Background: an optimization exercise with open tools, aiming at small area, a short achievable clock period and few clock cycles per item. Do not read the settings as production practice. Only simulation tests tie the RTL to the original design; equivalence was not proved.

== run 1 ==
## des_pipeline
module des_pipeline (
    input  logic                clk_i,
    input  logic                reset_i,
    input  logic                valid_i,
    input  logic                mode_i,
    input  logic [0:63]         key_i,
    input  logic [0:63]         data_i,
    output logic                accept_o,
    output logic [0:63]         data_o,
    output logic                valid_o
);
export LEC_CHECK = 0
export CAP_MARGIN = 20
export CORE_MARGIN = 2
export CORE_UTILIZATION = 40
export SETUP_SLACK_MARGIN = 1.5
export SLEW_MARGIN = 20
create_clock -name core_clock -period 4.5 [get_ports {clk_i}]
standard.sh (not shown) runs the stock make flow with config.mk's settings and CLKGATE_MAP_FILE= SYNTH_SCRIPT=/design/flow/synth_recipe.tcl, a recipe that flattens the netlist after the stock synthesis.
==> flow/flow/run.sh <==
#!/bin/bash
# Own layout flow: the standard synthesis, then a re-mapping of the combinational
# logic only (flip-flops kept as the standard synthesis made them, same names and
# cells) with an area-recovering ABC mapping, then the standard flow from floorplan
# to the final layout. Each tool writes its full output to a log in this folder.
set -euo pipefail
W=$(pwd)
F=$W/flow
R=$W/orfs/results/$FLOW_PLATFORM/des_pipeline/base
LIB=$FLOW_HOME/platforms/$FLOW_PLATFORM/lib/sky130_fd_sc_hd__tt_025C_1v80.lib
YOSYS=$FLOW_HOME/../tools/install/yosys/bin/yosys
[ -x "$YOSYS" ] || YOSYS=yosys

# 1. standard synthesis (the standard flow's own script), netlist only
bash standard.sh "$R/1_2_yosys.v" > $W/log_1_synth_standard.txt 2>&1
cp "$R/1_2_yosys.v" $W/std_synth.v

# 2. behavioural models of the combinational cells, read from the liberty
python3 $F/mkcells.py "$LIB" $W/comb_cells.v > $W/log_2_mkcells.txt 2>&1

# 3. re-map the combinational logic; flip-flops stay as instances
DU=$(awk '/^export DONT_USE_CELLS/{f=1} f{print; if ($0 !~ /\\$/) exit}' \
     $FLOW_HOME/platforms/$FLOW_PLATFORM/config.mk | tr -d '\\' | sed 's/export DONT_USE_CELLS += //')
DUA=""
for c in $DU; do DUA="$DUA -dont_use $c"; done
printf 'set_driving_cell sky130_fd_sc_hd__buf_1\nset_load 5\n' > $W/remap.constr
cat > $W/remap.ys <<EOF
read_liberty -lib $LIB
read_verilog -overwrite $W/comb_cells.v
read_verilog $W/std_synth.v
hierarchy -top $FLOW_TOP
flatten
techmap
opt -purge
abc -script $F/remap.abc -liberty $LIB $DUA -constr $W/remap.constr
opt_clean -purge
hilomap -singleton -hicell sky130_fd_sc_hd__conb_1 HI -locell sky130_fd_sc_hd__conb_1 LO
splitnets
opt_clean -purge
rename -hide w:*.*
rename -hide w:*\$func\$*
tee -o $W/remap_stat.txt stat -liberty $LIB
write_verilog -noattr -nohex -nodec $W/remapped.v
EOF
$YOSYS -l $W/log_3_remap.txt -q -s $W/remap.ys
cp $W/remapped.v "$R/1_2_yosys.v"
touch "$R/1_2_yosys.v"

# 4. the standard flow from the re-mapped netlist to the final layout
bash standard.sh > $W/log_4_layout.txt 2>&1
Other scripts of this flow, unchanged in this note and not shown: flow/flow/mkcells.py, flow/flow/remap.abc
Testbench counts of run 1, summed over its fixed seeds: cycles 2,176, items 2,048.
Changes in run 2 relative to run 1:
# run 1
export LEC_CHECK = 0
export CAP_MARGIN = 20
export CORE_MARGIN = 2
export CORE_UTILIZATION = 40
export SETUP_SLACK_MARGIN = 1.5
export SLEW_MARGIN = 20
create_clock -name core_clock -period 4.5 [get_ports {clk_i}]
# run 2
export LEC_CHECK = 0
export CAP_MARGIN = 20
export CORE_MARGIN = 2
export CORE_UTILIZATION = 40
export SLEW_MARGIN = 20
create_clock -name core_clock -period 4.5 [get_ports {clk_i}]
## What came out
The via count of the first global-routing pass on run 2 is in line with that on run 1. Compared run 2 vs run 1, and post-cts repair resize count is down in run 2.
What run 3 does differently from run 2 at the input level:
# run 2
export LEC_CHECK = 0
export CAP_MARGIN = 20
export CORE_MARGIN = 2
export CORE_UTILIZATION = 40
export SLEW_MARGIN = 20
create_clock -name core_clock -period 4.5 [get_ports {clk_i}]
# run 3
export LEC_CHECK = 0
export CAP_MARGIN = 20
export CORE_MARGIN = 2
export CORE_UTILIZATION = 40
export CTS_CLUSTER_DIAMETER = 120
export CTS_CLUSTER_SIZE = 20
export SETUP_SLACK_MARGIN = 2.0
export SLEW_MARGIN = 20
create_clock -name core_clock -period 4.5 [get_ports {clk_i}]
Findings:
Summary of the comparison: total setup buffers inserted after CTS is higher in run 3, relative to run 2.
Number of instances in the placed design: run 3 vs run 2 — no meaningful difference
Compare run 3 and run 2 | slack of the critical path higher: run 3
Taking run 2 as the reference point, the cell area of run 3 rises by about 6%.
Run 2 -> run 3: number of fill cells in the layout decreased by a few percent
Compared with run 2, run 3 shows a total wire length that is 1.4% higher.
Diff run 2..run 3 | number of sinks handled by clock tree synthesis | unchanged
Total number of vias sits higher in run 3 than in run 2.

* * *

Setup of oak:
Starting RTL as in the previous note.
==> flow/design.v (excerpt) <==
module des_pipeline (
    input  logic                clk_i,
    input  logic                reset_i,
    input  logic                valid_i,
    input  logic                mode_i,
    input  logic [0:63]         key_i,
    input  logic [0:63]         data_i,
    output logic                accept_o,
    output logic [0:63]         data_o,
    output logic                valid_o
);
    logic               valid_s [0:16];
    logic               mode_s  [0:16];
    des_pkg::half_t     l_s     [0:16];
    des_pkg::half_t     r_s     [0:16];
    des_pkg::key56_t    cd_s    [0:16];
    des_input_stage u_input (
        .clk_i    (clk_i),
        .reset_i  (reset_i),
        .valid_i  (valid_i),
        .mode_i   (mode_i),
        .key_i    (key_i),
        .data_i   (data_i),
        .accept_o (accept_o),
        .valid_o  (valid_s[0]),
        .mode_o   (mode_s[0]),
        .l_o      (l_s[0]),
        .r_o      (r_s[0]),
        .cd_o     (cd_s[0])
    );
    for (genvar i = 1; i <= 16; i++) begin : g_round
        des_round #(
            .ROUND (i)
        ) u_round (
            .clk_i   (clk_i),
  ...
Settings: LEC_CHECK=0, CAP_MARGIN=20, CORE_MARGIN=2, CORE_UTILIZATION=60, SLEW_MARGIN=20; clock period 4.5 ns.
run.sh (not shown) runs the stock make flow with config.mk's settings and CLKGATE_MAP_FILE= SYNTH_SCRIPT=/design/flow/synth_recipe.tcl, a recipe that flattens the netlist after the stock synthesis.
Stock flow here: none of the scripts above is used.
Testbench counts of oak, summed over its fixed seeds: cycles 2,176, items 2,048.
Input changes introduced in pine (baseline for comparison: oak):
Settings: a change of CORE_UTILIZATION from 60 to 40.
Notes after the runs:
- pine against oak: sequential share of layout area lost 0.61 points, via count lost 3.5%.
- The width of the chip of pine is higher than that of oak.
- Post-placement worst setup slack down 150 ps in pine wrt oak
- Looking at largest incremental delay on the critical path across oak and pine, the one that comes out lower is pine.
- Relative to oak, overall global routing resource usage decreased by 14 points in pine.

[separate check: timing with driven ports]
Ports are ideal in the flow. The routed layouts listed here were re-timed in OpenROAD. Step 1, drivers: a clkbuf_16 drives clk_i and a buf_2 each remaining input, both assumed. Step 2 times the ports against the registers' clock, not the clock port: input delays grow and output delays shrink by t, the midpoint of the rising clock arrivals with the driver on. Slacks: no drivers / after step 1 / after step 2; pairs: no drivers / after step 1.
run | t, ns | setup WS [ns] | worst slew at a driven data input, ns
run 1 | 1.010 | 1.431 / 1.431 / 1.431 | 0.05
run 2 | 1.011 | 1.058 / 1.058 / 1.058 | 0.05
run 3 | 1.007 | 1.971 / 1.971 / 1.971 | 0.05
oak | 0.976 | 0.911 / 0.911 / 0.911 | 0.05
pine | 0.992 | 1.045 / 1.045 / 1.045 | 0.05
After both steps setup and hold are still met in every run listed.
